Source: an optimization exercise on an open RTL-to-GDS flow (aim: small area). Production flows keep margins and buffers that such runs may drop.
Only simulation tests tie the RTL to the original design; equivalence was not proved.
No activity file was given, so power comes from the tool's default toggle rates.

[design/flow/config.mk]
export PLATFORM = sky130hd
export DESIGN_NAME = regfile_sb
export DESIGN_NICKNAME = regfile_sb
export VERILOG_FILES = /design/flow/design.v
export SDC_FILE = /design/flow/constraint.sdc
export NUM_CORES = 4
export LEC_CHECK = 0
export CAP_MARGIN = 20
export CORE_MARGIN = 2
export CORE_UTILIZATION = 55
export PLACE_DENSITY = 0.65
export SLEW_MARGIN = 20
export SYNTH_HIERARCHICAL = 1
[design/flow/constraint.sdc]
create_clock -name core_clock -period 7.0 [get_ports {clk}]
set_input_delay 1.4000 -clock core_clock [delete_from_list [all_inputs] [get_ports {clk}]]
set_output_delay 1.4000 -clock core_clock [all_outputs]
set_load 0.01 [all_outputs]
[design/flow/design.v]
package regfile_pkg;
    localparam int DEFAULT_ADDRESS_WIDTH = 5;
    localparam int DEFAULT_DATA_WIDTH    = 32;
    typedef logic [DEFAULT_ADDRESS_WIDTH-1:0] reg_addr_t;
    typedef logic [DEFAULT_DATA_WIDTH-1:0]    reg_data_t;
    localparam int REG_ZERO = 0;
    localparam int REG_A0   = 10;
endpackage
module regfile_scoreboard
#(
    parameter int ADDRESS_WIDTH = regfile_pkg::DEFAULT_ADDRESS_WIDTH
) (
    input  logic                        clk,
    input  logic                        rst,
    input  logic                        iss_valid,
    input  logic [ADDRESS_WIDTH-1:0]    iss_rd,
    input  logic [2**ADDRESS_WIDTH-1:1] rel_n,
    input  logic                        rel_hit,
    output logic [2**ADDRESS_WIDTH-1:1] pending,
    output logic                        iss_ready
);
    localparam int DEPTH = 2**ADDRESS_WIDTH;
    logic [DEPTH-1:1] pending_q;
    logic [DEPTH-1:1] iss_dec;
    logic             hit;
    logic             claim;
    regfile_dec1 #(
        .ADDRESS_WIDTH (ADDRESS_WIDTH)
    ) u_idec (
        .addr (iss_rd),
        .dec  (iss_dec)
    );
    regfile_aor31 u_hit (
        .s (iss_dec),
        .d (pending_q),
        .y (hit)
    );
    assign iss_ready = ~hit | rel_hit;
    assign claim = iss_valid & iss_ready;
    for (genvar r = 1; r < DEPTH; r++) begin : g_pend
        logic nxt;
        regfile_a22o u_nxt (
            .a1 (claim),
            .a2 (iss_dec[r]),
            .b1 (pending_q[r]),
            .b2 (rel_n[r]),
            .y  (nxt)
        );
        always_ff @(posedge clk or posedge rst) begin
            if (rst) begin
                pending_q[r] <= 1'b0;
            end else begin
                pending_q[r] <= nxt;
            end
        end
    end
    assign pending = pending_q;
endmodule
module regfile_sb
#(
    parameter int ADDRESS_WIDTH = regfile_pkg::DEFAULT_ADDRESS_WIDTH,
    parameter int DATA_WIDTH    = regfile_pkg::DEFAULT_DATA_WIDTH,
    parameter int NUM_READ      = 2,
    parameter int DBG_REG       = regfile_pkg::REG_A0
) (
    input  logic                               clk,
    input  logic                               rst,
    input  logic [NUM_READ*ADDRESS_WIDTH-1:0]  ad_rd,
    output logic [NUM_READ*DATA_WIDTH-1:0]     rd_data,
    output logic [NUM_READ-1:0]                rd_busy,
    input  logic                               we3,
    input  logic [ADDRESS_WIDTH-1:0]           ad3,
    input  logic [DATA_WIDTH-1:0]              wd3,
    input  logic                               iss_valid,
    input  logic [ADDRESS_WIDTH-1:0]           iss_rd,
    output logic                               iss_ready,
    output logic [DATA_WIDTH-1:0]              a0
);
    localparam int DEPTH = 2**ADDRESS_WIDTH;
    logic [DATA_WIDTH-1:0] mem [1:DEPTH-1];
    logic [DEPTH-1:1]      written;
    logic [DEPTH-1:1]      pending;
    logic [DEPTH-1:1]      we;
    logic [DEPTH-1:1]      we_n;
    logic                  rel_hit;
    regfile_dec #(
        .ADDRESS_WIDTH (ADDRESS_WIDTH)
    ) u_wdec (
        .en    (we3),
        .addr  (ad3),
        .dec   (we),
        .dec_n (we_n)
    );
    for (genvar r = 1; r < DEPTH; r++) begin : g_reg
        logic [DATA_WIDTH-1:0] nxt;
        logic                  written_nxt;
        for (genvar b = 0; b < DATA_WIDTH; b++) begin : g_bit
            regfile_a22o u_hold (
                .a1 (mem[r][b]),
                .a2 (we_n[r]),
                .b1 (wd3[b]),
                .b2 (we[r]),
                .y  (nxt[b])
            );
        end
        always_ff @(posedge clk) begin
            mem[r] <= nxt;
        end
        regfile_or2 u_wr (
            .a (written[r]),
            .b (we[r]),
            .y (written_nxt)
        );
        always_ff @(posedge clk or posedge rst) begin
            if (rst) begin
                written[r] <= 1'b0;
            end else begin
                written[r] <= written_nxt;
            end
        end
    end
    assign rel_hit = we3 & (ad3 == iss_rd);
    regfile_scoreboard #(
        .ADDRESS_WIDTH (ADDRESS_WIDTH)
    ) u_scoreboard (
        .clk       (clk),
        .rst       (rst),
        .iss_valid (iss_valid),
        .iss_rd    (iss_rd),
        .rel_n     (we_n),
        .rel_hit   (rel_hit),
        .pending   (pending),
        .iss_ready (iss_ready)
    );
    for (genvar i = 0; i < NUM_READ; i++) begin : g_rd
        logic [DEPTH-1:1] sel;
        regfile_rdsel #(
            .ADDRESS_WIDTH (ADDRESS_WIDTH)
        ) u_sel (
            .addr    (ad_rd[i*ADDRESS_WIDTH +: ADDRESS_WIDTH]),
            .written (written),
            .pending (pending),
            .sel     (sel),
            .busy    (rd_busy[i])
        );
        for (genvar b = 0; b < DATA_WIDTH; b++) begin : g_bit
            logic [DEPTH-1:1] col;
            for (genvar r = 1; r < DEPTH; r++) begin : g_col
                assign col[r] = mem[r][b];
            end
            regfile_aor31 u_aor (
                .s (sel),
                .d (col),
                .y (rd_data[i*DATA_WIDTH+b])
            );
        end
    end
    assign a0 = {DATA_WIDTH{written[DBG_REG]}} & mem[DBG_REG];
endmodule
module regfile_dec
#(
    parameter int ADDRESS_WIDTH = regfile_pkg::DEFAULT_ADDRESS_WIDTH
) (
    input  logic                        en,
    input  logic [ADDRESS_WIDTH-1:0]    addr,
    output logic [2**ADDRESS_WIDTH-1:1] dec,
    output logic [2**ADDRESS_WIDTH-1:1] dec_n
);
    for (genvar r = 1; r < 2**ADDRESS_WIDTH; r++) begin : g_dec
        assign dec[r] = en & (addr == ADDRESS_WIDTH'(r));
    end
    assign dec_n = ~dec;
endmodule
module regfile_dec1
#(
    parameter int ADDRESS_WIDTH = regfile_pkg::DEFAULT_ADDRESS_WIDTH
) (
    input  logic [ADDRESS_WIDTH-1:0]    addr,
    output logic [2**ADDRESS_WIDTH-1:1] dec
);
    for (genvar r = 1; r < 2**ADDRESS_WIDTH; r++) begin : g_dec
        assign dec[r] = (addr == ADDRESS_WIDTH'(r));
    end
endmodule
module regfile_rdsel
#(
    parameter int ADDRESS_WIDTH = regfile_pkg::DEFAULT_ADDRESS_WIDTH
) (
    input  logic [ADDRESS_WIDTH-1:0]    addr,
    input  logic [2**ADDRESS_WIDTH-1:1] written,
    input  logic [2**ADDRESS_WIDTH-1:1] pending,
    output logic [2**ADDRESS_WIDTH-1:1] sel,
    output logic                        busy
);
    logic [2**ADDRESS_WIDTH-1:1] dec;
    regfile_dec1 #(
        .ADDRESS_WIDTH (ADDRESS_WIDTH)
    ) u_dec (
        .addr (addr),
        .dec  (dec)
    );
    for (genvar r = 1; r < 2**ADDRESS_WIDTH; r++) begin : g_sel
        regfile_and2 u_sel (
            .a (dec[r]),
            .b (written[r]),
            .y (sel[r])
        );
    end
    regfile_aor31 u_busy (
        .s (dec),
        .d (pending),
        .y (busy)
    );
endmodule
module regfile_aor31 (
    input  logic [31:1] s,
    input  logic [31:1] d,
    output logic        y
);
    logic [10:0] n;
    logic [2:0]  o;
    for (genvar g = 0; g < 10; g++) begin : g_aoi
        regfile_aoi222 u_aoi (
            .a1 (s[3*g+1]), .b1 (d[3*g+1]),
            .a2 (s[3*g+2]), .b2 (d[3*g+2]),
            .a3 (s[3*g+3]), .b3 (d[3*g+3]),
            .y  (n[g])
        );
    end
    regfile_nand2 u_n31  (.a (s[31]), .b (d[31]), .y (n[10]));
    regfile_nand4 u_o0   (.a (n[0]), .b (n[1]), .c (n[2]), .d (n[3]), .y (o[0]));
    regfile_nand4 u_o1   (.a (n[4]), .b (n[5]), .c (n[6]), .d (n[7]), .y (o[1]));
    regfile_nand3 u_o2   (.a (n[8]), .b (n[9]), .c (n[10]), .y (o[2]));
    regfile_or3   u_y    (.a (o[0]), .b (o[1]), .c (o[2]), .y (y));
endmodule
module regfile_aoi222 (
    input  logic a1, b1, a2, b2, a3, b3,
    output logic y
);
    assign y = ~((a1 & b1) | (a2 & b2) | (a3 & b3));
endmodule
module regfile_nand2 (
    input  logic a, b,
    output logic y
);
    assign y = ~(a & b);
endmodule
module regfile_nand3 (
    input  logic a, b, c,
    output logic y
);
    assign y = ~(a & b & c);
endmodule
module regfile_nand4 (
    input  logic a, b, c, d,
    output logic y
);
    assign y = ~(a & b & c & d);
endmodule
module regfile_or3 (
    input  logic a, b, c,
    output logic y
);
    assign y = a | b | c;
endmodule
module regfile_a22o (
    input  logic a1, a2, b1, b2,
    output logic y
);
    assign y = (a1 & a2) | (b1 & b2);
endmodule
module regfile_or2 (
    input  logic a, b,
    output logic y
);
    assign y = a | b;
endmodule
module regfile_and2 (
    input  logic a, b,
    output logic y
);
    assign y = a & b;
endmodule
[design/flow/flow/run.sh]
#!/bin/bash
# The standard layout (standard.sh) with two changes: the port buffers
# are the smallest buffer cell, and clock tree synthesis inserts no dummy
# balancing loads. The tool output goes to standard.log in this folder
# (ORFS also keeps its per-step logs under orfs/logs).
set -e
export BUFFER_PORTS_ARGS="-buffer_cell sky130_fd_sc_hd__buf_1"
export CTS_ARGS="-sink_clustering_enable -repair_clock_nets -sink_clustering_size 25 -sink_clustering_max_diameter 80 -dont_use_dummy_load"
bash standard.sh > standard.log 2>&1
[design/flow/standard.sh]
#!/bin/bash
# synth_recipe.tcl (not shown) runs the flow's synth.tcl, then flattens the netlist and writes it again
# the make line also repeats each setting of config.mk as NAME=value (left out here)
make -C /OpenROAD-flow-scripts/flow DESIGN_CONFIG=/design/flow/config.mk WORK_HOME=/design/flow/orfs CLKGATE_MAP_FILE= SYNTH_SCRIPT=/design/flow/synth_recipe.tcl "${@:-finish}"
==> results.rst, run 1 <==
.. list-table::
   :header-rows: 1

   * - Metric
     - Value
   * - FFs w/ async S/R, synth
     - approximately 5.9%
   * - Core region area
     - around 74000 um^2
   * - Data arrival time at the worst-slack endpoint
     - ~4.3 ns
   * - Root Buffer
     - sky130_fd_sc_hd__clkbuf_16
   * - Via density
     - 8.73
   * - Count of final max-slew check failures
     - 0
   * - Worst min path class
     - flip-flop to flip-flop
   * - Cell type with the largest total area after synthesis
     - sky130_fd_sc_hd__dfxtp_1
   * - Area used by multi-input combinational logic
     - between 15000 and 20000 um^2
   * - Most frequently used flop master after synthesis
     - sky130_fd_sc_hd__dfxtp_1
   * - Max transition margin
     - 17.1%
   * - Row count
     - 100
   * - Syn nets
     - around 3500
   * - Wirelength per Cell
     - slightly below 40 um
   * - Vert. Die Dim
     - around 280 um
   * - Number of detailed-routing iterations run before antenna repair
     - 12
   * - Port-buffer cells
     - between 150 and 200
   * - Number of placed I/O pins
     - ~160
   * - Maximum level of the CTS H-tree
     - 2
   * - Synth unique cells
     - 32
   * - Post-CTS setup-driven buffer insertion count
     - 0
   * - Die outline width
     - approximately 280 um
   * - Fin Clk Skew
     - roughly 0.047 ns
   * - Final-report hold violation count
     - 0
   * - Overall routed net length
     - about 190000 um
   * - Total power density per cell area
     - 298 nW/um^2
   * - Final estimated routing congestion in global placement
     - 1.01
   * - Number of nets in the layout
     - 3856
   * - Via count of the first global-routing pass
     - 40257
   * - Synthesized instance count
     - roughly 3500
   * - Number of sinks handled by clock tree synthesis
     - 1054
   * - Area grow syn2layout
     - 11.4%
   * - Clock transition at the register clock pins on the worst setup and hold paths after CTS
     - approximately 0.05 ns
   * - Most frequent cell after synthesis
     - sky130_fd_sc_hd__a22o_1
   * - Largest voltage drop on the vdd net
     - approximately 0.00023 V
   * - Unrepaired setup endpoints after global routing
     - no
   * - Count of placed standard cells including taps
     - around 4700
   * - Setup-violating endpoint count in the final report
     - 0
   * - Remaining routing DRC violations
     - 0
   * - Required time of the worst setup path
     - approximately 5.6 ns
   * - Longest Clk Path Bufs
     - 3
   * - Number of gates given a new drive strength after cts
     - 0
   * - FF+latch count, synth
     - between 1000 and 1500
   * - Sum Neg Setup Slack
     - 0 ns
   * - Antenna violations before repair
     - 7
   * - Highest Clock Rate
     - between 150 and 200 MHz
   * - Final min period
     - about 5.7 ns
   * - Slew of the pin with the lowest slew margin
     - around 1.2 ns
   * - Total die area
     - around 77000 um^2
   * - Synth area leaders
     - sky130_fd_sc_hd__dfxtp_1 49%, sky130_fd_sc_hd__a22o_1 22%, sky130_fd_sc_hd__a222oi_1 16%
   * - Remaining number of nets flagged by the antenna check after routing
     - 0
   * - Global route total overflow
     - 0
   * - Synthesized area
     - between 40000 and 50000 um^2
   * - Global-route total usage across every layer
     - 46.5%
   * - Maximum net fanout on the critical path
     - 16
   * - Pin count of the biggest net entering global routing
     - 34
   * - Final HPWL DP
     - approximately 110000 um
   * - Post-route clock period utilization
     - about 81%
   * - Count of flip-flops with a built-in enable after synthesis
     - 0
   * - Area fraction of the dominant cell type after synthesis
     - a little under 50%
   * - Number of buffers inserted by hold repair at cts
     - 0
   * - Most used standard cells in the synthesized netlist
     - 1023 x sky130_fd_sc_hd__a22o_1, 992 x sky130_fd_sc_hd__dfxtp_1, 670 x sky130_fd_sc_hd__a222oi_1, 135 x sky130_fd_sc_hd__nand4_1, 125 x sky130_fd_sc_hd__nor2_1
   * - Vias
     - 41654
   * - Final worst slack
     - ~1.3 ns
   * - Startpoint types
     - input port
   * - Number of DRC violations after detailed-routing iteration 0
     - just under 10000
   * - Setup CP Type
     - input port to primary output
   * - Static leakage power
     - about 17 nW
   * - Clock tree from TritonCTS
     - built
   * - Fraction of final layout cells with drive strength greater than 1
     - 6.90%
   * - Seq/Total Area, Yosys
     - approximately 52%
   * - Mean instance size in the synthesized netlist
     - 11.9 um^2
   * - Register area
     - 21400 um^2
   * - Number of buffers inserted during clock tree synthesis
     - 50
   * - Wire length of the first global-routing pass
     - about 270000 um
   * - Outcome
     - timing/DRC/antenna clean
   * - Setup WS pre-CTS
     - 1.50 ns
   * - Worst Setup End Kind
     - primary output
   * - Final non-filler cell total
     - about 4800
   * - Filler cells
     - around 6000
   * - Effective utilization at floorplan
     - between 50% and 60%
   * - Maximum capacitance violations
     - 0
   * - Total of warnings raised by yosys
     - 10
   * - Worst skew pair latency
     - 0.64 ns
worst max-delay path, cell delays in order:
cell and delay (ns):
sky130_fd_sc_hd__buf_1 0.23, sky130_fd_sc_hd__or3b_4 0.46, sky130_fd_sc_hd__nor2_1 0.21, sky130_fd_sc_hd__and2_1 0.66
sky130_fd_sc_hd__buf_4 0.42, sky130_fd_sc_hd__a222oi_1 0.18, sky130_fd_sc_hd__nand4_1 0.25, sky130_fd_sc_hd__or3_1 0.29
sky130_fd_sc_hd__buf_1 0.19
metrics by stage:
| step | cell area, um^2 | hold slack [ns] | util (%) | power [W] |
|---|---|---|---|---|
| CTS | 45600 | 0.472 | 61.5 | 0.0135 |
| global placement | 43900 | 0.451 | 59.3 | 0.0102 |
| global route | 45600 | 0.499 | 61.6 | 0.0140 |
| finish | 45600 | 0.467 | 61.6 | 0.0136 |
| floorplan | 40900 | 0.437 | - | 0.00949 |
| detailed placement | 44300 | 0.454 | 59.8 | 0.0104 |
layer usage:
| layer | vias to the layer above | global-route usage [%] | part of all wire [%] |
|---|---|---|---|
| met5 | - | 0.188 | 0.0069 |
| met4 | 2 | 32.7 | 8.7 |
| met3 | 1039 | 15.4 | 16 |
| met2 | 4234 | 67.2 | 41 |
| met1 | 20041 | 58.6 | 34 |
| li1 | 16338 | - | - |
cell type report:
cell class,count,area share (%)
flip-flops and latches,1054,46.9
inverters,2,0.0165
diodes,4,0.0219
multi-input cells,2377,43.0
well taps,969,2.66
repair buffers,315,4.59
clock buffers,50,2.74
power breakdown:
part / switching [W] / internal [W] / leakage [nW] / total, W
clock network: 0.00193 / 0.00128 / 0.616 / 0.00321
logic: 0.000967 / 0.00120 / 7.45 / 0.00217
registers: 0.00101 / 0.00722 / 9.00 / 0.00823
per-module statistics from Yosys (local to each module, per instance), excerpt:
module / times used / flops+latches / cell area (um^2)
regfile_a22o: 1023 / 0 / 8.76
regfile_and2: 62 / 0 / 6.26
regfile_aoi222: 670 / 0 / 10.0
regfile_nand2: 67 / 0 / 3.75
regfile_nand3: 67 / 0 / 5.00
regfile_nand4: 134 / 0 / 6.26
regfile_or2: 31 / 0 / 6.26
regfile_or3: 67 / 0 / 6.26
regfile_sb: 1 / 1023 / 20900
registers in the layout (all words and copies together), names as in the netlist:
register and flops:
mem 992, u_scoreboard.pending_q 31, written 31
path summary, 6_finish.rpt:
kind / depth (start not counted) / slack [ns] / endpoint / from
min in group asynchronous: 3 / 0.84 / u_scoreboard.pending_q[19] / rst
max in group asynchronous: 3 / 5.75 / u_scoreboard.pending_q[7] / rst
max reg2reg: 6 / 4.57 / u_scoreboard.pending_q[6] / u_scoreboard.pending_q[4]
max: 9 / 1.30 / rd_data[8] / ad_rd[0]
min reg2reg: 1 / 0.47 / written[7] / written[7]
min: 1 / 0.47 / written[7] / written[7]
cell usage in the layout, fill, tap and decap left out, types with 2 or more instances in the layout:
cell type	instances
sky130_fd_sc_hd__nand3_1	70
sky130_fd_sc_hd__nand3b_1	9
sky130_fd_sc_hd__buf_4	145
sky130_fd_sc_hd__dfrtp_1	62
sky130_fd_sc_hd__inv_1	2
sky130_fd_sc_hd__or3_1	70
sky130_fd_sc_hd__nor2_2	6
sky130_fd_sc_hd__or3b_4	9
sky130_fd_sc_hd__and4bb_2	3
sky130_fd_sc_hd__nand4_1	135
sky130_fd_sc_hd__nand2_1	102
sky130_fd_sc_hd__nand4bb_1	3
sky130_fd_sc_hd__a22o_1	1023
sky130_fd_sc_hd__diode_2	4
sky130_fd_sc_hd__or2_1	31
sky130_fd_sc_hd__nor2b_1	2
sky130_fd_sc_hd__dfxtp_1	992
sky130_fd_sc_hd__and2_1	95
sky130_fd_sc_hd__or2_2	4
sky130_fd_sc_hd__buf_16	15
sky130_fd_sc_hd__buf_1	154
sky130_fd_sc_hd__and4b_1	3
sky130_fd_sc_hd__a222oi_1	670
sky130_fd_sc_hd__nor2_1	94
sky130_fd_sc_hd__xor2_1	4
sky130_fd_sc_hd__nand4b_1	3
sky130_fd_sc_hd__nand2b_1	8
sky130_fd_sc_hd__clkbuf_16	50
sky130_fd_sc_hd__nor2_4	25
logic make-up after synthesis:
logic type / synth area share [%]
AO/OA/AOI/OAI: 38.3
buffers and inverters: 0.232
XOR/XNOR: 0.107
AND/OR/NAND/NOR: 9.11
flip-flops: 52.3
==> inputs of run 2 (changes only) <==
--- a/design/flow/design.v
+++ b/design/flow/design.v
@@ -194,13 +194,19 @@
 );
-    logic [2**ADDRESS_WIDTH-1:1] dec;
-    regfile_dec1 #(
+    localparam int NLO = 4;
+    localparam int NHI = 2**ADDRESS_WIDTH / NLO;
+    logic [NLO-1:0] lo;
+    logic [NHI-1:0] hi;
+    logic [NHI-1:0] grp;
+    regfile_predec #(
         .ADDRESS_WIDTH (ADDRESS_WIDTH)
-    ) u_dec (
+    ) u_pre (
         .addr (addr),
-        .dec  (dec)
+        .lo   (lo),
+        .hi   (hi)
     );
     for (genvar r = 1; r < 2**ADDRESS_WIDTH; r++) begin : g_sel
-        regfile_and2 u_sel (
-            .a (dec[r]),
-            .b (written[r]),
+        regfile_and3 u_sel (
+            .a (lo[r%NLO]),
+            .b (hi[r/NLO]),
+            .c (written[r]),
             .y (sel[r])
@@ -208,5 +214,20 @@
     end
-    regfile_aor31 u_busy (
-        .s (dec),
-        .d (pending),
+    regfile_aor3 u_g0 (
+        .s1 (lo[1]), .d1 (pending[1]),
+        .s2 (lo[2]), .d2 (pending[2]),
+        .s3 (lo[3]), .d3 (pending[3]),
+        .y  (grp[0])
+    );
+    for (genvar h = 1; h < NHI; h++) begin : g_grp
+        regfile_aor4 u_g (
+            .s1 (lo[0]), .d1 (pending[NLO*h+0]),
+            .s2 (lo[1]), .d2 (pending[NLO*h+1]),
+            .s3 (lo[2]), .d3 (pending[NLO*h+2]),
+            .s4 (lo[3]), .d4 (pending[NLO*h+3]),
+            .y  (grp[h])
+        );
+    end
+    regfile_aor8 u_busy (
+        .s (hi),
+        .d (grp),
         .y (busy)
@@ -214,2 +235,46 @@
 endmodule
+module regfile_predec
+#(
+    parameter int ADDRESS_WIDTH = regfile_pkg::DEFAULT_ADDRESS_WIDTH
+) (
+    input  logic [ADDRESS_WIDTH-1:0]        addr,
+    output logic [3:0]                      lo,
+    output logic [2**(ADDRESS_WIDTH-2)-1:0] hi
+);
+    for (genvar j = 0; j < 4; j++) begin : g_lo
+        assign lo[j] = (addr[1:0] == 2'(j));
+    end
+    for (genvar h = 0; h < 2**(ADDRESS_WIDTH-2); h++) begin : g_hi
+        assign hi[h] = (addr[ADDRESS_WIDTH-1:2] == (ADDRESS_WIDTH-2)'(h));
+    end
+endmodule
+module regfile_aor3 (
+    input  logic s1, d1, s2, d2, s3, d3,
+    output logic y
+);
+    logic n;
+    regfile_aoi222 u_a (.a1 (s1), .b1 (d1), .a2 (s2), .b2 (d2), .a3 (s3), .b3 (d3), .y (n));
+    regfile_inv    u_y (.a (n), .y (y));
+endmodule
+module regfile_aor4 (
+    input  logic s1, d1, s2, d2, s3, d3, s4, d4,
+    output logic y
+);
+    logic [1:0] n;
+    regfile_aoi222 u_a0 (.a1 (s1), .b1 (d1), .a2 (s2), .b2 (d2), .a3 (s3), .b3 (d3), .y (n[0]));
+    regfile_nand2  u_a1 (.a (s4), .b (d4), .y (n[1]));
+    regfile_nand2  u_y  (.a (n[0]), .b (n[1]), .y (y));
+endmodule
+module regfile_aor8 (
+    input  logic [7:0] s,
+    input  logic [7:0] d,
+    output logic       y
+);
+    logic [3:0] n;
+    regfile_aoi222 u_a0 (.a1 (s[0]), .b1 (d[0]), .a2 (s[1]), .b2 (d[1]), .a3 (s[2]), .b3 (d[2]), .y (n[0]));
+    regfile_aoi222 u_a1 (.a1 (s[3]), .b1 (d[3]), .a2 (s[4]), .b2 (d[4]), .a3 (s[5]), .b3 (d[5]), .y (n[1]));
+    regfile_nand2  u_a2 (.a (s[6]), .b (d[6]), .y (n[2]));
+    regfile_nand2  u_a3 (.a (s[7]), .b (d[7]), .y (n[3]));
+    regfile_nand4  u_y  (.a (n[0]), .b (n[1]), .c (n[2]), .d (n[3]), .y (y));
+endmodule
 module regfile_aor31 (
@@ -283 +348,13 @@
 endmodule
+module regfile_and3 (
+    input  logic a, b, c,
+    output logic y
+);
+    assign y = a & b & c;
+endmodule
+module regfile_inv (
+    input  logic a,
+    output logic y
+);
+    assign y = ~a;
+endmodule
--- a/design/flow/config.mk
+++ b/design/flow/config.mk
@@ -8,5 +8,7 @@
 export CAP_MARGIN = 20
+export CELL_PAD_IN_SITES_DETAIL_PLACEMENT = 1
+export CELL_PAD_IN_SITES_GLOBAL_PLACEMENT = 1
 export CORE_MARGIN = 2
-export CORE_UTILIZATION = 55
-export PLACE_DENSITY = 0.65
+export CORE_UTILIZATION = 50
+export PLACE_DENSITY = 0.7
 export SLEW_MARGIN = 20
==> run 2 against run 1 <==
Net effect:
- global-route usage is 1.8 points higher
- flip-flop and latch count stayed put
- worst setup slack worse by 0.61 ns
- total power is 1.8% higher
- largest cell class unchanged
- highest routed layer unchanged
==> results.rst, run 2 <==
.. list-table::
   :header-rows: 1

   * - Metric
     - Value
   * - Seq/Total Area, Yosys
     - 52.5% (+0.22 points)
   * - Number of detailed-routing iterations run before antenna repair
     - 15 (+3)
   * - Port-buffer cells
     - 154 (unchanged)
   * - Largest voltage drop on the vdd net
     - 0.000226 V (-2.8%)
   * - Max transition margin
     - 10.7% (-6.4 points)
   * - Leading cell types in the layout, fill and taps excluded
     - 1023 x sky130_fd_sc_hd__a22o_1, 992 x sky130_fd_sc_hd__dfxtp_1, 670 x sky130_fd_sc_hd__a222oi_1, 142 x sky130_fd_sc_hd__buf_1, 133 x sky130_fd_sc_hd__nand4_1
   * - Number of sinks handled by clock tree synthesis
     - 1054 (unchanged)
   * - Row count
     - 104 (+4.0%)
   * - Worst min path class
     - flip-flop to flip-flop
   * - Setup-violating endpoint count in the final report
     - 0 (unchanged)
   * - Fraction of final layout cells with drive strength greater than 1
     - 7.90% (+1.0 points)
   * - Worst Setup End Kind
     - primary output
   * - Maximum level of the CTS H-tree
     - 2 (unchanged)
   * - Final standard cell area without fillers
     - 45500 um^2 (-0.38%)
   * - Remaining routing DRC violations
     - 0 (unchanged)
   * - Via density
     - 8.82 (+1.0%)
   * - Total die area
     - 83800 um^2 (+9.4%)
   * - Number of gates given a new drive strength after cts
     - 0 (unchanged)
   * - Final HPWL DP
     - 121000 um (+9.9%)
   * - Synth unique cells
     - 36 (+13%)
   * - Register with the highest flop count
     - mem
   * - Sum Neg Setup Slack
     - 0 ns (unchanged)
   * - Maximum capacitance violations
     - 0 (unchanged)
   * - Post-CTS setup-driven buffer insertion count
     - 0 (unchanged)
   * - Leading cell type in the layout, fill and taps excluded
     - sky130_fd_sc_hd__a22o_1
   * - FFs w/ async S/R, synth
     - 5.88% (unchanged)
   * - Overall routed net length
     - 213000 um (+12%)
   * - Routed length on met3
     - 32700 um (+9.6%)
   * - Highest Clock Rate
     - 159 MHz (-9.6%)
   * - Area fraction of the dominant cell type after synthesis
     - 48.7% (+0.21 points)
   * - Slew of the pin with the lowest slew margin
     - 1.34 ns (+0.0983 ns)
   * - Worst skew pair latency
     - 0.67 ns (+0.03 ns)
   * - Maximum net fanout on the critical path
     - 21 (+5)
   * - Fin Clk Skew
     - 0.00820 ns (-0.0384 ns)
   * - Area grow syn2layout
     - 11.5% (about the same)
   * - Number of buffers inserted by hold repair at cts
     - 0 (unchanged)
   * - Top Metal Used
     - met5
   * - Synth area leaders
     - sky130_fd_sc_hd__dfxtp_1 49%, sky130_fd_sc_hd__a22o_1 22%, sky130_fd_sc_hd__a222oi_1 16%
   * - Cell type with the largest total area after synthesis
     - sky130_fd_sc_hd__dfxtp_1
   * - Final estimated routing congestion in global placement
     - 0.921 (-8.8%)
   * - Global-route total usage across every layer
     - 48.3% (+1.8 points)
   * - Unrepaired setup endpoints after global routing
     - no
   * - Die outline width
     - 290 um (+4.6%)
   * - Remaining number of nets flagged by the antenna check after routing
     - 0 (unchanged)
   * - Total power density per cell area
     - 305 nW/um^2 (+2.2%)
   * - Filler cells
     - 8313 (+39%)
   * - Synthesized area
     - 40800 um^2 (-0.43%)
   * - Mean instance size in the synthesized netlist
     - 11.9 um^2 (+0.80%)
   * - Syn nets
     - 3469 (-1.2%)
   * - Number of nets in the layout
     - 3792 (-1.7%)
   * - Vert. Die Dim
     - 290 um (+4.6%)
   * - Longest Clk Path Bufs
     - 3 (unchanged)
   * - Most used standard cells in the synthesized netlist
     - 1023 x sky130_fd_sc_hd__a22o_1, 992 x sky130_fd_sc_hd__dfxtp_1, 670 x sky130_fd_sc_hd__a222oi_1, 133 x sky130_fd_sc_hd__nand4_1, 130 x sky130_fd_sc_hd__nand2_1
   * - Core region area
     - 80700 um^2 (+8.9%)
   * - Count of final max-slew check failures
     - 0 (unchanged)
   * - Post-route clock period utilization
     - 90.1% (+8.7 points)
   * - Data arrival time at the worst-slack endpoint
     - 4.91 ns (+0.61 ns)
   * - Pin count of the biggest net entering global routing
     - 36 (+5.9%)
   * - Max reg flops
     - 992 (unchanged)
   * - Met1 Wirelength
     - 73500 um (+13%)
   * - Vias
     - 42333 (+1.6%)
   * - Antenna violations before repair
     - 11 (+4)
   * - Clock tree from TritonCTS
     - built
   * - Effective utilization at floorplan
     - 50.5% (-4.7 points)
   * - Startpoint types
     - input port
   * - Most frequently used flop master after synthesis
     - sky130_fd_sc_hd__dfxtp_1
   * - Most frequent cell after synthesis
     - sky130_fd_sc_hd__a22o_1
   * - Outcome
     - timing/DRC/antenna clean
   * - Synthesized instance count
     - 3413 (-1.2%)
   * - Largest registers ranked by flip-flop count
     - mem (992), u_scoreboard.pending_q (31), written (31)
   * - Final-report hold violation count
     - 0 (unchanged)
   * - Static leakage power
     - 17.2 nW (+0.58%)
   * - Routed wire length on met2
     - 87400 um (+12%)
   * - Number of DRC violations after detailed-routing iteration 0
     - 9640 (-0.42%)
   * - Number of buffers inserted during clock tree synthesis
     - 52 (+4.0%)
   * - FF+latch count, synth
     - 1054 (unchanged)
   * - Final min period
     - 6.31 ns (+0.607 ns)
   * - Global route total overflow
     - 0 (unchanged)
   * - Post-Place Cell Area
     - 44000 um^2 (-0.67%)
   * - Count of flip-flops with a built-in enable after synthesis
     - 0 (unchanged)
   * - Via count of the first global-routing pass
     - 42152 (+4.7%)
   * - Clock transition at the register clock pins on the worst setup and hold paths after CTS
     - 0.08 ns (+0.03 ns)
   * - Root Buffer
     - sky130_fd_sc_hd__clkbuf_16
   * - Required time of the worst setup path
     - 5.60 ns (about the same)
   * - Setup CP Type
     - input port to primary output
   * - Wire length of the first global-routing pass
     - 296000 um (+10%)
   * - Number of placed I/O pins
     - 155 (unchanged)
   * - Total of warnings raised by yosys
     - 10 (unchanged)
   * - Wirelength per Cell
     - 44.3 um (+12%)
run 2: cell count changes after synthesis, moves of 4 or more:
cell,previous run,this run
sky130_fd_sc_hd__and3_1,1,63
sky130_fd_sc_hd__and2_1,95,35
sky130_fd_sc_hd__nor2_1,125,65
sky130_fd_sc_hd__nand2_1,102,130
sky130_fd_sc_hd__and3b_2,0,6
sky130_fd_sc_hd__clkbuf_1,18,12
sky130_fd_sc_hd__nand3b_1,9,3
sky130_fd_sc_hd__nor3b_1,0,6
sky130_fd_sc_hd__or3b_4,9,3
sky130_fd_sc_hd__nand2b_1,8,4
sky130_fd_sc_hd__nand3_1,70,66
sky130_fd_sc_hd__nor2b_1,2,6
sky130_fd_sc_hd__or3_1,70,66
run 2: modules after synthesis, one instance, submodules excluded, a selection:
| module | flip-flops and latches | cell area [um^2] | cells | copies in the design |
|---|---|---|---|---|
| regfile_a22o | 0 | 8.76 | 1 | 1023 |
| regfile_and3 | 0 | 6.26 | 1 | 62 |
| regfile_aoi222 | 0 | 10.0 | 1 | 670 |
| regfile_inv | 0 | 3.75 | 1 | 2 |
| regfile_nand2 | 0 | 3.75 | 1 | 97 |
| regfile_nand3 | 0 | 5.00 | 1 | 65 |
| regfile_nand4 | 0 | 6.26 | 1 | 132 |
| regfile_or2 | 0 | 6.26 | 1 | 31 |
| regfile_or3 | 0 | 6.26 | 1 | 65 |
| regfile_sb | 1023 | 20900 | 1066 | 1 |
run 2: metrics by stage:
step                std cells  utilization (%)  total power, W  worst slack (ns)  hold WS [ns]
finish                   4800             56.3          0.0138             0.695         0.487
CTS                      4790             56.2          0.0137              1.15         0.486
floorplan                3413                -         0.00951              2.48         0.439
global route             4795             56.3          0.0142             0.773         0.509
detailed placement       4738             54.6          0.0105              1.16         0.463
global placement         4731             54.4          0.0103              1.24         0.453
run 2: area by class of cell:
| cell class | instances | area [um^2] | area share [%] |
|---|---|---|---|
| flip-flops and latches | 1054 | 21400 | 47.1 |
| well taps | 1060 | 1330 | 2.92 |
| multi-input cells | 2339 | 19600 | 43.1 |
| inverters | 4 | 15.0 | 0.0330 |
| diodes | 6 | 15.0 | 0.0330 |
| clock buffers | 52 | 1300 | 2.86 |
| repair buffers | 285 | 1780 | 3.91 |
run 2: logic make-up after synthesis:
kind of cell | after synthesis | share of synthesized area, %
flip-flops | 1054 | 52.5
AO/OA/AOI/OAI | 1693 | 38.4
AND/OR/NAND/NOR | 641 | 8.76
XOR/XNOR | 5 | 0.107
buffers and inverters | 20 | 0.196
run 2: power breakdown:
group	switching (W)	internal, W	total [W]
registers	0.00111	0.00722	0.00833
logic	0.000991	0.00121	0.00220
clock network	0.00200	0.00133	0.00332
total	0.00410	0.00975	0.0138
run 2: layer usage:
| metal | vias to the layer above | global-route usage (%) |
|---|---|---|
| li1 | 16222 | - |
| met1 | 20988 | 60.1 |
| met2 | 4065 | 69.9 |
| met3 | 1048 | 14.9 |
| met4 | 10 | 37.1 |
| met5 | - | 1.31 |
run 2: final timing paths:
kind | start | end | slack [ns] | cells past startpoint
max reg2reg | u_scoreboard.pending_q[19] | u_scoreboard.pending_q[18] | 4.72 | 6
min reg2reg | written[19] | written[19] | 0.49 | 1
max in group asynchronous | rst | u_scoreboard.pending_q[18] | 5.63 | 3
max | ad_rd[2] | rd_data[14] | 0.69 | 8
min | written[19] | written[19] | 0.49 | 1
min in group asynchronous | rst | written[2] | 0.83 | 3
run 2: worst max-delay path, cell delays in order:
cell and delay [ns]:
sky130_fd_sc_hd__buf_1 0.24, sky130_fd_sc_hd__nor3b_1 0.81, sky130_fd_sc_hd__and3_1 0.78, sky130_fd_sc_hd__buf_4 0.51, sky130_fd_sc_hd__a222oi_1 0.23, sky130_fd_sc_hd__nand4_1 0.52, sky130_fd_sc_hd__or3_1 0.22, sky130_fd_sc_hd__buf_1 0.15
==> inputs of run 3 (changes only) <==
--- a/design/flow/design.v
+++ b/design/flow/design.v
@@ -168,6 +168,41 @@
 );
+    localparam int NLO = 4;
+    logic [3:0]                      lo;
+    logic [2**(ADDRESS_WIDTH-2)-1:0] hi;
+    regfile_predec_en #(
+        .ADDRESS_WIDTH (ADDRESS_WIDTH)
+    ) u_pre (
+        .en   (en),
+        .addr (addr),
+        .lo   (lo),
+        .hi   (hi)
+    );
     for (genvar r = 1; r < 2**ADDRESS_WIDTH; r++) begin : g_dec
-        assign dec[r] = en & (addr == ADDRESS_WIDTH'(r));
+        regfile_and2 u_p (
+            .a (lo[r%NLO]),
+            .b (hi[r/NLO]),
+            .y (dec[r])
+        );
+        regfile_nand2 u_n (
+            .a (lo[r%NLO]),
+            .b (hi[r/NLO]),
+            .y (dec_n[r])
+        );
+    end
+endmodule
+module regfile_predec_en
+#(
+    parameter int ADDRESS_WIDTH = regfile_pkg::DEFAULT_ADDRESS_WIDTH
+) (
+    input  logic                            en,
+    input  logic [ADDRESS_WIDTH-1:0]        addr,
+    output logic [3:0]                      lo,
+    output logic [2**(ADDRESS_WIDTH-2)-1:0] hi
+);
+    for (genvar j = 0; j < 4; j++) begin : g_lo
+        assign lo[j] = en & (addr[1:0] == 2'(j));
+    end
+    for (genvar h = 0; h < 2**(ADDRESS_WIDTH-2); h++) begin : g_hi
+        assign hi[h] = (addr[ADDRESS_WIDTH-1:2] == (ADDRESS_WIDTH-2)'(h));
     end
-    assign dec_n = ~dec;
 endmodule
==> run 3 against run 2 <==
Net effect:
- still clean
- sequential share of layout area up 0.53 points
- core utilization down 0.54 points
- via count down 0.58%
- worst setup slack better by 0.076 ns
- fmax up 1.2%
- combinational power about the same
- sequential power down 0.5%
==> results.rst, run 3 <==
.. list-table::
   :header-rows: 1

   * - Metric
     - Value
   * - Largest registers ranked by flip-flop count
     - mem (992), u_scoreboard.pending_q (31), written (31)
   * - Max transition margin
     - 11.6% (+0.81 points)
   * - Core region area
     - 80500 um^2 (-0.16%)
   * - Wirelength per Cell
     - 44.0 um (-0.65%)
   * - Static leakage power
     - 17.1 nW (-0.20%)
   * - Wire length of the first global-routing pass
     - 292000 um (-1.2%)
   * - Final-report hold violation count
     - 0 (unchanged)
   * - Area fraction of the dominant cell type after synthesis
     - 48.8% (+0.10 points)
   * - Cells along the critical path
     - buf_1, nor3b_1, and3_1, buf_4, a222oi_1, nand4_1, or3_1, buf_1
   * - Synth unique cells
     - 29 (-19%)
   * - Hold Worst Slack
     - 0.482 ns (-0.00532 ns)
   * - Startpoint types
     - input port
   * - Seq/Total Area, Yosys
     - 52.6% (+0.11 points)
   * - Effective utilization at floorplan
     - 50.5% (about the same)
   * - Largest voltage drop on the vdd net
     - 0.000232 V (+2.4%)
   * - Synthesized area
     - 40700 um^2 (-0.21%)
   * - Vias
     - 42086 (-0.58%)
   * - Clock transition at the register clock pins on the worst setup and hold paths after CTS
     - 0.05 ns (-0.03 ns)
   * - Fin Clk Skew
     - 0.0477 ns (+0.0395 ns)
   * - Sum Neg Setup Slack
     - 0 ns (unchanged)
   * - Critical hold path startpoint
     - written[21]
   * - Synthesized instance count
     - 3391 (-0.64%)
   * - Final standard cell area without fillers
     - 45000 um^2 (-1.1%)
   * - Remaining number of nets flagged by the antenna check after routing
     - 0 (unchanged)
   * - Worst skew pair latency
     - 0.68 ns (about the same)
   * - Area grow syn2layout
     - 10.5%
   * - Critical R2R Launch
     - u_scoreboard.pending_q[22]
   * - Final non-filler cell total
     - 4767 (-0.69%)
   * - Count of placed standard cells including taps
     - 4707 (-0.65%)
   * - Leading cell types in the layout, fill and taps excluded
     - 1023 x sky130_fd_sc_hd__a22o_1, 992 x sky130_fd_sc_hd__dfxtp_1, 670 x sky130_fd_sc_hd__a222oi_1, 144 x sky130_fd_sc_hd__buf_1, 132 x sky130_fd_sc_hd__nand4_1
   * - Setup-violating endpoint count in the final report
     - 0 (unchanged)
   * - Number of DRC violations after detailed-routing iteration 0
     - 9243 (-4.1%)
   * - Leading cell type in the layout, fill and taps excluded
     - sky130_fd_sc_hd__a22o_1
   * - Most used standard cells in the synthesized netlist
     - 1023 x sky130_fd_sc_hd__a22o_1, 992 x sky130_fd_sc_hd__dfxtp_1, 670 x sky130_fd_sc_hd__a222oi_1, 132 x sky130_fd_sc_hd__nand4_1, 129 x sky130_fd_sc_hd__nand2_1
   * - Row count
     - 104 (unchanged)
   * - Fraction of final layout cells with drive strength greater than 1
     - 7.27% (-0.63 points)
   * - Setup crit end
     - rd_data[12]
   * - Maximum net fanout on the critical path
     - 22 (+4.8%)
   * - Number of sinks handled by clock tree synthesis
     - 1054 (unchanged)
   * - Synth area leaders
     - sky130_fd_sc_hd__dfxtp_1 49%, sky130_fd_sc_hd__a22o_1 22%, sky130_fd_sc_hd__a222oi_1 16%
   * - Maximum level of the CTS H-tree
     - 2 (unchanged)
   * - Number of detailed-routing iterations run before antenna repair
     - 13 (-2)
   * - Capture instance of the worst register-to-register path
     - u_scoreboard.pending_q[24]
   * - Total die area
     - 83700 um^2 (-0.21%)
   * - Most frequently used flop master after synthesis
     - sky130_fd_sc_hd__dfxtp_1
   * - Total power density per cell area
     - 307 nW/um^2 (+0.68%)
   * - Setup CP Type
     - input port to primary output
   * - Syn nets
     - 3447 (-0.63%)
   * - Root Buffer
     - sky130_fd_sc_hd__clkbuf_16
   * - Flop-to-flop setup slack
     - 4.25 ns (-0.47 ns)
   * - Longest Clk Path Bufs
     - 3 (unchanged)
   * - Pin count of the biggest net entering global routing
     - 36 (unchanged)
   * - Maximum capacitance violations
     - 0 (unchanged)
   * - Final min period
     - 6.23 ns (-0.0758 ns)
   * - Unrepaired setup endpoints after global routing
     - no
   * - Slew of the pin with the lowest slew margin
     - 1.33 ns (-0.0122 ns)
   * - Finished Core Util
     - 55.8% (-0.54 points)
   * - FF+latch count, synth
     - 1054 (unchanged)
   * - Cell mode on critical path
     - sky130_fd_sc_hd__buf_1
   * - Antenna violations before repair
     - 11 (unchanged)
   * - Outcome
     - timing/DRC/antenna clean
   * - CP Launch Point
     - ad_rd[2]
   * - Post-CTS setup-driven buffer insertion count
     - 0 (unchanged)
   * - Slowest stage delay, CP
     - 1.12 ns (+0.31 ns)
   * - Highest Clock Rate
     - 161 MHz (+1.2%)
   * - Post-route clock period utilization
     - 89.0% (-1.1 points)
   * - Data arrival time at the worst-slack endpoint
     - 4.83 ns (-0.08 ns)
   * - Count of flip-flops with a built-in enable after synthesis
     - 0 (unchanged)
   * - Via count of the first global-routing pass
     - 41108 (-2.5%)
   * - Global route total overflow
     - 0 (unchanged)
   * - Total of warnings raised by yosys
     - 10 (unchanged)
   * - Remaining routing DRC violations
     - 0 (unchanged)
   * - Number of buffers inserted during clock tree synthesis
     - 51 (-1.9%)
   * - Global-route total usage across every layer
     - 47.8% (-0.49 points)
   * - Via density
     - 8.83 (+0.10%)
   * - Overall routed net length
     - 210000 um (-1.3%)
   * - Count of final max-slew check failures
     - 0 (unchanged)
   * - Final estimated routing congestion in global placement
     - 0.992 (+7.8%)
   * - Post-Place Cell Area
     - 43600 um^2 (-1.1%)
   * - Final HPWL DP
     - 122000 um (+1.3%)
   * - Worst Setup End Kind
     - primary output
   * - Die outline width
     - 289 um (-0.10%)
   * - Crit path max-delay cell type
     - sky130_fd_sc_hd__and3_1
   * - Most frequent cell after synthesis
     - sky130_fd_sc_hd__a22o_1
   * - Cell type with the largest total area after synthesis
     - sky130_fd_sc_hd__dfxtp_1
   * - Port-buffer cells
     - 154 (unchanged)
   * - Number of buffers inserted by hold repair at cts
     - 0 (unchanged)
   * - Max reg flops
     - 992 (unchanged)
   * - Worst min path class
     - flip-flop to flip-flop
   * - Number of nets in the layout
     - 3759 (-0.87%)
   * - Register with the highest flop count
     - mem
   * - Mean instance size in the synthesized netlist
     - 12.0 um^2 (+0.44%)
   * - Number of gates given a new drive strength after cts
     - 0 (unchanged)
   * - Required time of the worst setup path
     - 5.60 ns (about the same)
   * - Vert. Die Dim
     - 289 um (-0.10%)
   * - Clock tree from TritonCTS
     - built
   * - R2r worst-path depth
     - 6 (unchanged)
   * - Number of placed I/O pins
     - 155 (unchanged)
   * - FFs w/ async S/R, synth
     - 5.88% (unchanged)
run 3: cell types whose count changed after synthesis, sizes merged, moves of 4 or more:
cell / delta
and2: +30
and3b: +5
buf: -4
clkbuf: -6
nor2: -32
nor3b: +4
run 3: stage by stage:
stage | worst slack (ns) | power, W
3_5_place_dp | 1.06 | 0.0105
4_1_cts | 1.04 | 0.0136
5_1_grt | 0.864 | 0.0142
2_1_floorplan | 2.48 | 0.00951
6_report | 0.771 | 0.0138
3_3_place_gp | 1.28 | 0.0102
run 3: worst min-delay path by stage:
stage                  endpoint  slack (ns)  cells past startpoint
floorplan           written[11]        0.44                      1
global placement    written[31]        0.45                      1
detailed placement  written[22]        0.46                      1
CTS                 written[21]        0.48                      1
global route        written[15]        0.50                      1
finish              written[21]        0.48                      1
run 3: critical path: cells and delay by family:
family	cells	cell delay [ns]
AO/OA/AOI/OAI	1	0.13
AND/OR/NAND/NOR	4	2.50
buffers and inverters	3	0.78
run 3: cell type report:
class,count,area (um^2)
multi-input cells,2327,19400
inverters,4,15.0
repair buffers,265,1490
diodes,6,15.0
flip-flops and latches,1054,21400
fillers,8244,35600
well taps,1060,1330
clock buffers,51,1280
run 3: cell families (layout without fill, tap and decap cells):
logic type      after synthesis  in the layout  synth area share, %
xor+xnor                      5              5                0.108
buf+inv                      10            320               0.0922
compound gates             1693           1693                 38.5
other cells                   0              6                    0
simple gates                629            629                 8.67
flops                      1054           1054                 52.6
run 3: where the power goes:
group          internal, W  leakage, nW  switching (W)
logic              0.00121         7.50        0.00100
clock network      0.00130        0.629        0.00199
registers          0.00722         9.00        0.00107
total              0.00973         17.1        0.00406
run 3: per-module statistics from Yosys (local to each module, per instance), excerpt:
| module | area [um^2] | cells inside | flip-flops and latches | copies in the design |
|---|---|---|---|---|
| regfile_sb | 20900 | 1066 | 1023 | 1 |
| regfile_aoi222 | 10.0 | 1 | 0 | 670 |
| regfile_a22o | 8.76 | 1 | 0 | 1023 |
| regfile_and2 | 6.26 | 1 | 0 | 31 |
| regfile_and3 | 6.26 | 1 | 0 | 62 |
| regfile_nand4 | 6.26 | 1 | 0 | 132 |
| regfile_or2 | 6.26 | 1 | 0 | 31 |
| regfile_or3 | 6.26 | 1 | 0 | 65 |
| regfile_nand3 | 5.00 | 1 | 0 | 65 |
| regfile_inv | 3.75 | 1 | 0 | 2 |
| regfile_nand2 | 3.75 | 1 | 0 | 128 |
run 3: metal layers:
metal  track usage, %  vias to the layer above  wire length, um
met5             1.65                        -              204
met4             34.2                       12            17700
met3             14.9                     1012            30100
met2             69.6                     3970            87600
met1             59.9                    20991            74100
li1                 -                    16101                -
==> inputs of run 4 (changes only) <==
--- a/design/flow/config.mk
+++ b/design/flow/config.mk
@@ -12,2 +12,3 @@
 export CORE_UTILIZATION = 50
+export GPL_ROUTABILITY_DRIVEN = 0
 export PLACE_DENSITY = 0.7
==> run 4 against run 3 <==
Net effect:
- still clean
- flip-flop and latch count did not move
- clock power about the same
- cell area is 0.36% higher
- global-route usage up 0.45 points
- fmax is 2.1% higher
- largest power group unchanged
==> results.rst, run 4 <==
.. list-table::
   :header-rows: 1

   * - Metric
     - Value
   * - Number of placed I/O pins
     - 155 (unchanged)
   * - Remaining number of nets flagged by the antenna check after routing
     - 0 (unchanged)
   * - Share of the synthesized area in compound gates (AO/OA/AOI/OAI)
     - 38.5% (unchanged)
   * - Number of nets in the layout
     - 3783 (+0.64%)
   * - Switching part of the total power
     - 29.6% (+0.10 points)
   * - Unrepaired setup endpoints after global routing
     - no
   * - Final HPWL DP
     - 123000 um (+0.45%)
   * - Maximum capacitance violations
     - 0 (unchanged)
   * - FF+latch count, synth
     - 1054 (unchanged)
   * - Mean instance size in the synthesized netlist
     - 12.0 um^2 (unchanged)
   * - Syn nets
     - 3447 (unchanged)
   * - FFs w/ async S/R, synth
     - 5.88% (unchanged)
   * - Antenna violations before repair
     - 14 (+3)
   * - Net switching power
     - 0.00407 W (+0.26%)
   * - Port-buffer cells
     - 154 (unchanged)
   * - Worst min path class
     - flip-flop to flip-flop
   * - Highest Clock Rate
     - 164 MHz (+2.1%)
   * - Vert. Die Dim
     - 289 um (unchanged)
   * - Remaining routing DRC violations
     - 0 (unchanged)
   * - Via count of the first global-routing pass
     - 42066 (+2.3%)
   * - Cell internal pwr
     - 0.00971 W (-0.22%)
   * - Row count
     - 104 (unchanged)
   * - Final worst slack
     - 0.897 ns (+0.126 ns)
   * - Maximum level of the CTS H-tree
     - 2 (unchanged)
   * - Clock group share of total power
     - 23.6% (-0.3 points)
   * - Largest registers ranked by flip-flop count
     - mem (992), u_scoreboard.pending_q (31), written (31)
   * - Most frequent cell after synthesis
     - sky130_fd_sc_hd__a22o_1
   * - Effective utilization at floorplan
     - 50.5% (unchanged)
   * - Wirelength per Cell
     - 44.1 um (+0.31%)
   * - Final standard cell area without fillers
     - 45100 um^2 (+0.36%)
   * - Total die area
     - 83700 um^2 (unchanged)
   * - Startpoint types
     - input port
   * - Seq/Total Area, Yosys
     - 52.6% (unchanged)
   * - Fin Clk Skew
     - 0.0254 ns (-0.0223 ns)
   * - Number of sinks handled by clock tree synthesis
     - 1054 (unchanged)
   * - Worst skew pair latency
     - 0.64 ns (-0.04 ns)
   * - Total of warnings raised by yosys
     - 10 (unchanged)
   * - Clock transition at the register clock pins on the worst setup and hold paths after CTS
     - 0.07 ns (+0.02 ns)
   * - Post-route clock period utilization
     - 87.2% (-1.8 points)
   * - Slew of the pin with the lowest slew margin
     - 1.32 ns (-0.00854 ns)
   * - Synth Area in XOR/XNOR
     - 0.108% (unchanged)
   * - Most frequently used flop master after synthesis
     - sky130_fd_sc_hd__dfxtp_1
   * - Leading cell type in the layout, fill and taps excluded
     - sky130_fd_sc_hd__a22o_1
   * - Total power density per cell area
     - 305 nW/um^2 (-0.44%)
   * - Setup WS pre-CTS
     - 1.14 ns (+0.0833 ns)
   * - Number of detailed-routing iterations run before antenna repair
     - 14 (+1)
   * - Max reg flops
     - 992 (unchanged)
   * - Finished Core Util
     - 56.0% (+0.20 points)
   * - Required time of the worst setup path
     - 5.60 ns (about the same)
   * - Post-Place Cell Area
     - 43700 um^2 (+0.40%)
   * - Setup-violating endpoint count in the final report
     - 0 (unchanged)
   * - Number of DRC violations after detailed-routing iteration 0
     - 9445 (+2.2%)
   * - Share of synthesized cell area in and, or, nand and nor gates
     - 8.67% (unchanged)
   * - Wire length of the first global-routing pass
     - 295000 um (+1.0%)
   * - Outcome
     - timing/DRC/antenna clean
   * - Data arrival time at the worst-slack endpoint
     - 4.70 ns (-0.13 ns)
   * - Register with the highest flop count
     - mem
   * - Worst Setup End Kind
     - primary output
   * - Adder-Cell Fraction of Synth Area
     - 0% (unchanged)
   * - Synthesized area
     - 40700 um^2 (unchanged)
   * - Static leakage power
     - 17.2 nW (+0.49%)
   * - Max transition margin
     - 12.1% (+0.57 points)
   * - Number of buffers inserted during clock tree synthesis
     - 50 (-2.0%)
   * - Count of final max-slew check failures
     - 0 (unchanged)
   * - Global-route total usage across every layer
     - 48.3% (+0.45 points)
   * - Maximum net fanout on the critical path
     - 14 (-36%)
   * - Clock tree from TritonCTS
     - built
   * - Synth unique cells
     - 29 (unchanged)
   * - Filler cells
     - 8286 (+0.51%)
   * - Root Buffer
     - sky130_fd_sc_hd__clkbuf_16
   * - Fraction of final layout cells with drive strength greater than 1
     - 7.89% (+0.62 points)
   * - Pin count of the biggest net entering global routing
     - 36 (unchanged)
   * - Via density
     - 8.84 (+0.17%)
   * - Vias
     - 42379 (+0.70%)
   * - Number of buffers inserted by hold repair at cts
     - 0 (unchanged)
   * - Leading cell types in the layout, fill and taps excluded
     - 1023 x sky130_fd_sc_hd__a22o_1, 992 x sky130_fd_sc_hd__dfxtp_1, 670 x sky130_fd_sc_hd__a222oi_1, 144 x sky130_fd_sc_hd__buf_1, 132 x sky130_fd_sc_hd__nand4_1
   * - Cell type with the largest total area after synthesis
     - sky130_fd_sc_hd__dfxtp_1
   * - Longest Clk Path Bufs
     - 3 (unchanged)
   * - Core region area
     - 80500 um^2 (unchanged)
   * - Sum Neg Setup Slack
     - 0 ns (unchanged)
   * - Area grow syn2layout
     - 10.9%
   * - Overall routed net length
     - 211000 um (+0.84%)
   * - Largest voltage drop on the vdd net
     - 0.000265 V (+14%)
   * - Count of flip-flops with a built-in enable after synthesis
     - 0 (unchanged)
   * - Final-report hold violation count
     - 0 (unchanged)
   * - Area fraction of the dominant cell type after synthesis
     - 48.8% (unchanged)
   * - Combinational family with the most area after synthesis
     - compound AO/OA/AOI/OAI gates
   * - Die outline width
     - 289 um (unchanged)
   * - Most used standard cells in the synthesized netlist
     - 1023 x sky130_fd_sc_hd__a22o_1, 992 x sky130_fd_sc_hd__dfxtp_1, 670 x sky130_fd_sc_hd__a222oi_1, 132 x sky130_fd_sc_hd__nand4_1, 129 x sky130_fd_sc_hd__nand2_1
   * - Reg power frac
     - 60.3% (+0.2 points)
   * - Setup CP Type
     - input port to primary output
   * - Proportion of synthesized area in mux cells
     - 0% (unchanged)
   * - Global route total overflow
     - 0 (unchanged)
   * - Final min period
     - 6.10 ns (-0.126 ns)
   * - Post-CTS setup-driven buffer insertion count
     - 0 (unchanged)
   * - Synthesized instance count
     - 3391 (unchanged)
   * - Number of gates given a new drive strength after cts
     - 0 (unchanged)
   * - Gate power share
     - 16.0% (about the same)
   * - Flop-to-flop setup slack
     - 4.57 ns (+0.32 ns)
   * - Synth area leaders
     - sky130_fd_sc_hd__dfxtp_1 49%, sky130_fd_sc_hd__a22o_1 22%, sky130_fd_sc_hd__a222oi_1 16%
-- run 4: changes by cell type in the layout (fill, tap and decap cells not counted) --
cell / change
sky130_fd_sc_hd__buf_6: +1
sky130_fd_sc_hd__diode_2: +1
sky130_fd_sc_hd__buf_4: +25
sky130_fd_sc_hd__and2_4: +2
sky130_fd_sc_hd__buf_12: -1
sky130_fd_sc_hd__nand2_4: -2
sky130_fd_sc_hd__and3_4: +3
sky130_fd_sc_hd__clkbuf_16: -1
sky130_fd_sc_hd__nand2_2: +2
sky130_fd_sc_hd__and3_2: -2
sky130_fd_sc_hd__and2_2: -2
sky130_fd_sc_hd__and3_1: -1
-- run 4: logic make-up (layout without fill, tap and decap cells) --
group                     after synthesis  count (layout)
AOI/OAI and AO/OA                    1693            1693
xor gates and xnor gates                5               5
buffers and inverters                  10             344
DFF                                  1054            1054
other                                   0               7
and+or+nand+nor                       629             629
-- run 4: routing by layer --
layer	up-vias	share of wire, %	global-route usage (%)
met5	-	0.034	0.398
met4	12	9.1	37.1
met1	21039	35	59.5
li1	16161	-	-
met3	1075	15	15.8
met2	4092	41	69.7
-- run 4: metrics by stage --
stage               cells  power, W  hold WS [ns]
global route         4786    0.0142         0.499
detailed placement   4731    0.0105         0.461
CTS                  4781    0.0136         0.483
global placement     4731    0.0103         0.454
floorplan            3391   0.00951         0.439
finish               4792    0.0138         0.484
-- run 4: final timing paths --
path / start / end / cells past startpoint
worst min-delay path: written[20] / written[20] / 1
worst max register to register: u_scoreboard.pending_q[19] / u_scoreboard.pending_q[21] / 6
worst max-delay path: ad_rd[9] / rd_data[60] / 8
worst min register to register: written[20] / written[20] / 1
min in group asynchronous: rst / u_scoreboard.pending_q[2] / 3
max in group asynchronous: rst / written[15] / 3
-- run 4: worst max-delay path, cell delays in order --
cell,delay [ns]
sky130_fd_sc_hd__buf_1,0.16
sky130_fd_sc_hd__nor3_1,0.73
sky130_fd_sc_hd__and3_1,1.08
sky130_fd_sc_hd__buf_4,0.38
sky130_fd_sc_hd__a222oi_1,0.17
sky130_fd_sc_hd__nand4_1,0.32
sky130_fd_sc_hd__or3_1,0.26
sky130_fd_sc_hd__buf_1,0.18
-- run 4: Yosys stat by module, one instance, submodules excluded, excerpt --
| module | flip-flops and latches | times used | cells inside | cell area (um^2) |
|---|---|---|---|---|
| regfile_a22o | 0 | 1023 | 1 | 8.76 |
| regfile_nand4 | 0 | 132 | 1 | 6.26 |
| regfile_and2 | 0 | 31 | 1 | 6.26 |
| regfile_or2 | 0 | 31 | 1 | 6.26 |
| regfile_sb | 1023 | 1 | 1066 | 20900 |
| regfile_and3 | 0 | 62 | 1 | 6.26 |
| regfile_nand3 | 0 | 65 | 1 | 5.00 |
| regfile_inv | 0 | 2 | 1 | 3.75 |
-- run 4: cell type report --
class                           count  area [um^2]  share of cell area [%]
Antenna cell                        7         17.5                  0.0388
Clock buffer                       50         1250                    2.77
Inverter                            4         15.0                  0.0333
Multi-Input combinational cell   2327        19400                    43.0
Sequential cell                  1054        21400                    47.5
Tap cell                         1060         1330                    2.94
Timing Repair Buffer              290         1670                    3.71
-- run 4: power by group through the flow --
stage	clock [W]	sequential [W]	combinational, W
final	0.00326	0.00831	0.00221
after global routing	0.00343	0.00844	0.00230
after CTS	0.00324	0.00825	0.00214
after detailed placement	0	0.00837	0.00213
after global placement	0	0.00824	0.00202
after floorplan	0	0.00802	0.00149
==> inputs of run 5 (changes only) <==
--- a/design/flow/design.v
+++ b/design/flow/design.v
@@ -168,41 +168,6 @@
 );
-    localparam int NLO = 4;
-    logic [3:0]                      lo;
-    logic [2**(ADDRESS_WIDTH-2)-1:0] hi;
-    regfile_predec_en #(
-        .ADDRESS_WIDTH (ADDRESS_WIDTH)
-    ) u_pre (
-        .en   (en),
-        .addr (addr),
-        .lo   (lo),
-        .hi   (hi)
-    );
     for (genvar r = 1; r < 2**ADDRESS_WIDTH; r++) begin : g_dec
-        regfile_and2 u_p (
-            .a (lo[r%NLO]),
-            .b (hi[r/NLO]),
-            .y (dec[r])
-        );
-        regfile_nand2 u_n (
-            .a (lo[r%NLO]),
-            .b (hi[r/NLO]),
-            .y (dec_n[r])
-        );
-    end
-endmodule
-module regfile_predec_en
-#(
-    parameter int ADDRESS_WIDTH = regfile_pkg::DEFAULT_ADDRESS_WIDTH
-) (
-    input  logic                            en,
-    input  logic [ADDRESS_WIDTH-1:0]        addr,
-    output logic [3:0]                      lo,
-    output logic [2**(ADDRESS_WIDTH-2)-1:0] hi
-);
-    for (genvar j = 0; j < 4; j++) begin : g_lo
-        assign lo[j] = en & (addr[1:0] == 2'(j));
-    end
-    for (genvar h = 0; h < 2**(ADDRESS_WIDTH-2); h++) begin : g_hi
-        assign hi[h] = (addr[ADDRESS_WIDTH-1:2] == (ADDRESS_WIDTH-2)'(h));
+        assign dec[r] = en & (addr == ADDRESS_WIDTH'(r));
     end
+    assign dec_n = ~dec;
 endmodule
==> design/flow/flow/run.sh (replaced) <==
#!/bin/bash
# The standard layout (standard.sh) with three changes: the port buffers
# are the smallest buffer cell, clock tree synthesis inserts no dummy
# balancing loads, and after global routing the non-critical gates are
# downsized (ORFS's RECOVER_POWER step). The tool output goes to
# standard.log in this folder (ORFS also keeps its per-step logs under
# orfs/logs).
set -e
export BUFFER_PORTS_ARGS="-buffer_cell sky130_fd_sc_hd__buf_1"
export CTS_ARGS="-sink_clustering_enable -repair_clock_nets -sink_clustering_size 25 -sink_clustering_max_diameter 80 -dont_use_dummy_load"
export RECOVER_POWER=100
bash standard.sh > standard.log 2>&1
--- a/design/flow/config.mk
+++ b/design/flow/config.mk
@@ -12,3 +12,2 @@
 export CORE_UTILIZATION = 50
-export GPL_ROUTABILITY_DRIVEN = 0
 export PLACE_DENSITY = 0.7
==> run 5 against run 4 <==
Net effect:
- now fails the layout checks on max-capacitance violations, max-slew violations
- via count down 0.29%
- worst setup slack worse by 0.56 ns
- synthesized cell count up 0.65%
- combinational power about the same
- first-iteration DRC count down 0.61%
- global-route usage about the same
- cell area down 0.19%
- final cell count up 0.19%
- critical path depth unchanged
- core utilization down 0.19 points
- critical path type unchanged
- critical endpoint is now rd_data[14]
- largest power group unchanged
==> results.rst, run 5 <==
.. list-table::
   :header-rows: 1

   * - Metric
     - Value
   * - Most frequent cell after synthesis
     - sky130_fd_sc_hd__a22o_1
   * - Number of gates given a new drive strength after cts
     - 0 (unchanged)
   * - Static leakage power
     - 16.9 nW (-1.6%)
   * - Port-buffer cells
     - 154 (unchanged)
   * - Cell type with the largest total area after synthesis
     - sky130_fd_sc_hd__dfxtp_1
   * - R2r worst-path depth
     - 6 (unchanged)
   * - Effective utilization at floorplan
     - 50.5% (about the same)
   * - Wire length of the first global-routing pass
     - 296000 um (+0.16%)
   * - Synth area leaders
     - sky130_fd_sc_hd__dfxtp_1 49%, sky130_fd_sc_hd__a22o_1 22%, sky130_fd_sc_hd__a222oi_1 16%
   * - Seq/Total Area, Yosys
     - 52.5% (-0.11 points)
   * - Max reg flops
     - 992 (unchanged)
   * - Number of placed I/O pins
     - 155 (unchanged)
   * - Setup-violating endpoint count in the final report
     - 0 (unchanged)
   * - Most frequently used flop master after synthesis
     - sky130_fd_sc_hd__dfxtp_1
   * - Top delay family on crit path
     - simple AND/OR/NAND/NOR gates
   * - Post-route clock period utilization
     - 95.2% (+8.0 points)
   * - Total of warnings raised by yosys
     - 10 (unchanged)
   * - Count of final max-slew check failures
     - 1240 (+1240)
   * - Global route total overflow
     - 0 (unchanged)
   * - Highest Clock Rate
     - 150 MHz (-8.4%)
   * - Fin Clk Skew
     - 0.00224 ns (-0.0232 ns)
   * - Overall routed net length
     - 212000 um (+0.38%)
   * - Sum Neg Setup Slack
     - 0 ns (unchanged)
   * - Number of buffers inserted during clock tree synthesis
     - 52 (+4.0%)
   * - Outcome
     - failed layout checks
   * - Required time of the worst setup path
     - 5.60 ns (about the same)
   * - Final-report hold violation count
     - 0 (unchanged)
   * - CP Launch Point
     - ad_rd[2]
   * - Remaining number of nets flagged by the antenna check after routing
     - 0 (unchanged)
   * - Largest registers ranked by flip-flop count
     - mem (992), u_scoreboard.pending_q (31), written (31)
   * - Syn nets
     - 3469 (+0.64%)
   * - Row count
     - 104 (unchanged)
   * - Maximum capacitance violations
     - 47 (+47)
   * - Total die area
     - 83800 um^2 (+0.21%)
   * - Clock transition at the register clock pins on the worst setup and hold paths after CTS
     - 0.08 ns (about the same)
   * - Via density
     - 8.80 (-0.47%)
   * - Leading cell type in the layout, fill and taps excluded
     - sky130_fd_sc_hd__a22o_1
   * - Total design power
     - 0.0138 W (+0.35%)
   * - Maximum net fanout on the critical path
     - 21 (+7)
   * - Most used standard cells in the synthesized netlist
     - 1023 x sky130_fd_sc_hd__a22o_1, 992 x sky130_fd_sc_hd__dfxtp_1, 670 x sky130_fd_sc_hd__a222oi_1, 133 x sky130_fd_sc_hd__nand4_1, 130 x sky130_fd_sc_hd__nand2_1
   * - Area used by multi-input combinational logic
     - 19400 um^2 (+0.12%)
   * - Critical hold path startpoint
     - written[19]
   * - Count of flip-flops with a built-in enable after synthesis
     - 0 (unchanged)
   * - Synthesized instance count
     - 3413 (+0.65%)
   * - Final min period
     - 6.66 ns (+0.558 ns)
   * - Reasons for failing layout checks
     - max-capacitance violations, max-slew violations
   * - Fraction of final layout cells with drive strength greater than 1
     - 6.21% (-1.7 points)
   * - Slew of the pin with the lowest slew margin
     - 3.41 ns (+2.09 ns)
   * - Largest voltage drop on the vdd net
     - 0.000228 V (-14%)
-- run 5: worst register-to-register path, stage by stage (launching register included) --
cell and delay, ns:
sky130_fd_sc_hd__dfrtp_1 0.46, sky130_fd_sc_hd__a222oi_1 0.38, sky130_fd_sc_hd__nand4_1 0.18, sky130_fd_sc_hd__or3_1 0.45, sky130_fd_sc_hd__nand2b_2 0.13, sky130_fd_sc_hd__and2_0 1.29
sky130_fd_sc_hd__a22o_1 0.35
-- run 5: worst paths after layout --
| check | slack [ns] | endpoint |
|---|---|---|
| max | 0.34 | rd_data[14] |
| min | 0.49 | written[19] |
| max reg2reg | 3.68 | u_scoreboard.pending_q[18] |
| min reg2reg | 0.49 | written[19] |
| max in group asynchronous | 4.42 | written[26] |
| min in group asynchronous | 0.79 | u_scoreboard.pending_q[21] |
-- run 5: logic make-up (layout without fill, tap and decap cells) --
family,after synthesis,in the layout,synth area share [%]
compound gates,1693,1693,38.4
xor+xnor,5,5,0.107
buf+inv,20,341,0.196
flops,1054,1054,52.5
other cells,0,7,0
simple gates,641,641,8.76
-- run 5: final cells by class --
type                       count  share of cell area (%)
sequential                  1054                    47.5
multi-input combinational   2339                    43.2
timing repair buffer         285                    3.37
tap                         1060                    2.95
clock buffer                  52                    2.89
antenna                        7                  0.0389
inverter                       4                  0.0333
-- run 5: stage by stage --
stage          hold WS (ns)  setup slack (ns)  util [%]  cell area [um^2]
6_report              0.485             0.339      55.8             45000
2_1_floorplan         0.439              2.48         -             40800
4_1_cts               0.486              1.15      56.2             45300
3_3_place_gp          0.453              1.24      54.4             43900
3_5_place_dp          0.463              1.16      54.6             44000
5_1_grt               0.509             0.391      55.8             45000
-- run 5: per-layer routing --
layer	share of wire, %	up-vias	GRT usage [%]
met5	0.079	-	1.31
met4	8.9	10	37.1
met3	15	1053	14.9
met2	41	3977	69.9
met1	35	20987	60.1
li1	-	16231	-
-- run 5: modules after synthesis (local to each module, per instance), a selection --
module	flops+latches	cell area, um^2
regfile_sb	1023	20900
regfile_aoi222	0	10.0
regfile_or2	0	6.26
regfile_or3	0	6.26
regfile_and3	0	6.26
regfile_nand4	0	6.26
regfile_nand3	0	5.00
regfile_nand2	0	3.75
regfile_inv	0	3.75
-- run 5: power by group --
group	total, W	switching [W]	internal [W]
registers	0.00833	0.00111	0.00722
clock network	0.00331	0.00199	0.00133
logic	0.00219	0.000985	0.00120
total	0.0138	0.00408	0.00975

Re-timed with assumed drivers on the ports (clkbuf_16 on the clock, buf_2 on other inputs), run 5 has 0.312 ns of setup slack against 0.339 ns with ideal ports, and 0.312 ns once port delays also move by the mid clock arrival of 0.733 ns.
